What follows belongs to an exercise in optimizing a design on an open flow for small area, a short achievable clock period and few clock cycles per item; a production flow would make more cautious choices.
Where RTL was checked, it was by simulation tests only, not by an equivalence proof against the original.

==> build 85 <==
## idct_top
module idct_top (
	input  logic                 CLOCK_50_I,
	input  logic                 resetn,
	input  logic                 start,
	input  idct_pkg::blk_row_t   block_row,
	input  idct_pkg::blk_col_t   block_col,
	output logic                 busy,
	output logic                 done,
	input  idct_pkg::sram_data_t sram_read_data,
	output idct_pkg::sram_data_t sram_write_data,
	output idct_pkg::sram_addr_t sram_address,
	output logic                 sram_we_n
);
==> flow/config.mk <==
export PLATFORM = sky130hd
export DESIGN_NAME = idct_top
export DESIGN_NICKNAME = idct_top
export VERILOG_FILES = /design/flow/design.v
export SDC_FILE = /design/flow/constraint.sdc
export NUM_CORES = 4
export LEC_CHECK = 0
export ABC_CLOCK_PERIOD_IN_PS = 3500
export CAP_MARGIN = 20
export CORE_MARGIN = 2
export CORE_UTILIZATION = 50
export CTS_CLUSTER_DIAMETER = 100
export CTS_CLUSTER_SIZE = 30
export PLACE_DENSITY = 0.65
export SETUP_SLACK_MARGIN = 5
export SLEW_MARGIN = 20
==> flow/constraint.sdc <==
create_clock -name core_clock -period 9.0 [get_ports {CLOCK_50_I}]
set_input_delay 1.8000 -clock core_clock [delete_from_list [all_inputs] [get_ports {CLOCK_50_I}]]
set_output_delay 1.8000 -clock core_clock [all_outputs]
set_load 0.01 [all_outputs]
standard.sh (not shown) runs the stock make flow with config.mk's settings and CLKGATE_MAP_FILE= SYNTH_SCRIPT=/design/flow/synth_recipe.tcl, a recipe that flattens the netlist after the stock synthesis.
==> flow/flow/run.sh <==
#!/bin/bash
set -euo pipefail
bash standard.sh SETUP_SLACK_MARGIN=6.2 finish > flow_make.log 2>&1
==> trial 48 (differences from build 85) <==
--- a/flow/design.v
+++ b/flow/design.v
@@ -972,10 +972,12 @@
 		for (int i = 0; i < 8; i++) begin
 			yd1[i] <= y[i];
 			yd2[i] <= yd1[i];
 			yd3[i] <= yd2[i];
 			pa[i] <= pa_en ? pix[i] : pa[(i + 1) % 8];
 			pb[i] <= pb_en ? pix[i] : pb[(i + 1) % 8];
 		end
-		sram_write_data <= {pa[1], (wr_i == 3'd0) ? pix[0] : pb[1]};
+		if (wr_load) begin
+			sram_write_data <= {pa[1], (wr_i == 3'd0) ? pix[0] : pb[1]};
+		end
 	end
 endmodule
Settings changed: CORE_UTILIZATION 50 to 30, PLACE_DENSITY 0.65 to 0.5.
==> build 33 (differences from build 85) <==
--- a/flow/design.v
+++ b/flow/design.v
@@ -757,16 +757,16 @@
 	input  logic       ci,
 	output logic [3:0] s,
 	output logic       co
 );
 	logic [4:0] c;
 	assign c[0] = ci;
 	for (genvar i = 0; i < 4; i++) begin : g_fa
-		assign s[i]   = a[i] ^ b[i] ^ c[i];
-		assign c[i+1] = (a[i] & b[i]) | (a[i] & c[i]) | (b[i] & c[i]);
+		assign s[i]   = ~(a[i] ^ b[i] ^ ~c[i]);
+		assign c[i+1] = ~((~a[i] & ~b[i]) | (~c[i] & (~a[i] | ~b[i])));
 	end
 	assign co = c[4];
 endmodule
 `timescale 1ns/1ns
 module idct_top (
 	input  logic                 CLOCK_50_I,
 	input  logic                 resetn,
@@ -781,18 +781,16 @@
 	output logic                 sram_we_n
 );
 	localparam int L       = 3;               
 	localparam int DONE_TC = 146 + L;
 	localparam int WR0     = 89 + L;          
 	localparam int PIX0    = 81 + L;          
 	logic [7:0] tc;
-	logic [7:0] tcp;                          
 	logic [7:0] ac;                           
 	logic [7:0] wc;                           
-	logic [7:0] t2;                           
 	logic       accept;
 	logic       run;                          
 	logic       idle_i;                       
 	logic       busy_n;
 	logic       we_q;                         
 	assign accept    = start && idle_i;
 	assign run       = !idle_i && !accept;
@@ -800,34 +798,28 @@
 	assign sram_we_n = !we_q;
 	always_ff @(posedge CLOCK_50_I or negedge resetn) begin
 		if (!resetn) begin
 			busy   <= 1'b0;
 			idle_i <= 1'b1;
 			done   <= 1'b0;
 			tc     <= '0;
-			tcp    <= 8'd1;
 			ac     <= '0;
 			wc     <= '0;
-			t2     <= 8'd2;
 		end else begin
 			busy   <= busy_n;
 			idle_i <= !busy_n;
 			done   <= !accept && !idle_i && tc == 8'(DONE_TC - 1);
 			if (accept) begin
 				tc  <= 8'd1;
-				tcp <= 8'd2;
 				ac  <= 8'd1;
 				wc  <= 8'(1 - 88 - L);
-				t2  <= 8'd3;
 			end else if (!idle_i) begin
 				tc  <= tc + 8'd1;
-				tcp <= tcp + 8'd1;
 				ac  <= ac + 8'd1;
 				wc  <= wc + 8'd1;
-				t2  <= t2 + 8'd1;
 			end
 		end
 	end
 	logic [4:0]  rq;
 	logic [5:0]  kq;
 	logic [13:0] mpos;                        
 	logic        rd_a, wr_a;                  
@@ -881,26 +873,24 @@
 	logic [2:0]  ph2;                         
 	logic [2:0]  dk;                          
 	logic        pass2_ld;
 	logic [7:0][3:0] sdig;
 	logic [7:0][3:0] tdig;
 	logic [7:0][3:0] tring;
 	logic [7:0][3:0] xr;
-	logic [7:0]  gz;
 	logic [2:0]  rd_col;
 	logic        byp;                         
 	logic [7:0][3:0] y;                       
 	assign sr[0] = sram_read_data;
-	assign ph2   = (t2 < 8'd74) ? 3'(t2 + 8'd4) : 3'(t2 + 8'd6);
-	assign gz    = t2 - 8'd74;
+	assign ph2   = (tc < 8'd72) ? tc[2:0] + 3'd6 : tc[2:0];
 	always_ff @(posedge CLOCK_50_I) begin
 		dk       <= ph2;
-		pass2_ld <= (t2 >= 8'd74);
-		rd_col   <= gz[5:3];
-		byp      <= (t2 >= 8'd74) && (t2 <= 8'd77);
+		pass2_ld <= (tc >= 8'd72);
+		rd_col   <= tc[5:3] - 3'd1;              
+		byp      <= (tc >= 8'd72) && (tc <= 8'd75);
 	end
 	always_comb begin
 		tdig    = tring;
 		if (byp) begin
 			tdig[7] = y[0];
 		end
 	end
@@ -934,32 +924,32 @@
 		.x0(xr[0]), .x1(xr[1]), .x2(xr[2]), .x3(xr[3]),
 		.x4(xr[4]), .x5(xr[5]), .x6(xr[6]), .x7(xr[7]),
 		.y0(y[0]), .y1(y[1]), .y2(y[2]), .y3(y[3]),
 		.y4(y[4]), .y5(y[5]), .y6(y[6]), .y7(y[7])
 	);
 	logic [7:0] tz;                           
 	logic [7:0] t_we;
-	assign tz = tcp - 8'(14 + L);
+	assign tz = tc - 8'(13 + L);
 	always_ff @(posedge CLOCK_50_I) begin
 		for (int r = 0; r < 8; r++) begin
-			t_we[r] <= run && (tcp >= 8'(14 + L)) && (tz < 8'd64) && (tz[5:3] == 3'(r)) && !tz[2];
+			t_we[r] <= run && (tc >= 8'(13 + L)) && (tz < 8'd64) && (tz[5:3] == 3'(r)) && !tz[2];
 		end
 	end
 	idct_tstore #(.L(L)) u_t (
 		.CLOCK_50_I(CLOCK_50_I), .we(t_we), .wd(y), .hi_col(rd_col[2]), .rd(tring)
 	);
 	logic [7:0][3:0] yd1, yd2, yd3;
 	logic [7:0][7:0] pix;
 	logic [7:0][7:0] pa, pb;
 	logic [7:0] pz;
 	logic       pa_en, pb_en;
-	assign pz = tcp - 8'(PIX0);
+	assign pz = tc - 8'(PIX0 - 1);
 	always_ff @(posedge CLOCK_50_I) begin
-		pa_en <= (tcp >= 8'(PIX0)) && (pz < 8'd64) && (pz[3:0] == 4'd0);
-		pb_en <= (tcp >= 8'(PIX0)) && (pz < 8'd64) && (pz[3:0] == 4'd8);
+		pa_en <= (tc >= 8'(PIX0 - 1)) && (pz < 8'd64) && (pz[3:0] == 4'd0);
+		pb_en <= (tc >= 8'(PIX0 - 1)) && (pz < 8'd64) && (pz[3:0] == 4'd8);
 	end
 	always_comb begin
 		for (int i = 0; i < 8; i++) begin
 			if (y[i][3]) begin
 				pix[i] = 8'd0;
 			end else if ((|y[i][2:0]) || (|yd1[i])) begin
 				pix[i] = 8'd255;
Settings changed: ABC_AREA set to 1, ABC_CLOCK_PERIOD_IN_PS 3500 to not set, CORE_UTILIZATION 50 to 70, PLACE_DENSITY 0.65 to 0.85.
==> summary of the runs <==
- Build 85 ran to the end with no violations. Build 33 completed with no timing, DRC or antenna violations. Trial 48 produced a clean layout.
- Against trial 48, the global-route usage of build 33 is higher by 18 points.
- The highest sequential share of layout area belongs to build 33, the lowest to trial 48.
- Of trial 48 and build 33, trial 48 has the higher final area (gap 6.6%, measured against build 33).
- The lowest core utilization belongs to trial 48, the highest to build 33.
==> figures <==
	trial 48	build 85	build 33
Status	complete, no violations	complete, no violations	complete, no violations
1st-iter DRT viols	1,219	1,541	3,150
Portion of the post-synthesis area used by sequential elements	66.9%	66.7%	67.9%
Final Instance Count excl. Fillers	7,064	5,929	5,947
Post-synthesis share of cell area spent on full adders, half adders and majority gates	11.6%	11.6%	12.4%
Overall routing resource usage	11.9%	18.0%	30.3%
Core area	0.197 sq mm	0.118 sq mm	0.0817 sq mm
Post-CTS setup-driven buffer insertion count	51	38	42
Fraction of final layout cells with drive strength greater than 1	24.4%	23.6%	17.2%
Testbench counts of trial 48, summed over its fixed seeds: cycles 19,072, blocks 128.
Testbench counts of build 33, summed over its fixed seeds: cycles 19,072, blocks 128.
No functional check of the RTL was part of build 85.

==> what the ideal ports hide <==
In the flow no input, the clock included, has a driving cell. The finished layouts below were timed again as built, in two steps.
Step 1, drivers: a clkbuf_16 drives CLOCK_50_I and a buf_2 each remaining input, both assumed.
Step 2 also shifts input and output timing later by t, the mid clock arrival at the registers, as if the neighbouring blocks saw the same clock.
a / b / c = no drivers / after step 1 / after step 2; a / b = the first two.
run | t (ns) | setup WS [ns] | worst hold slack (ns) | worst data-port slew with drivers (ns)
build 85 | 0.742 | 5.964 / 5.896 / 5.454 | 0.319 / 0.319 / 0.319 | 0.10
trial 48 | 0.768 | 5.865 / 5.791 / 5.370 | 0.321 / 0.321 / 0.321 | 0.06
build 33 | 0.736 | 5.936 / 5.925 / 5.556 | 0.325 / 0.325 / 0.325 | 0.05
After both steps setup and hold are still met in every run listed. The setup slack of build 85, which loses most, moves by -0.068 ns with the drivers and by -0.510 ns with both steps.
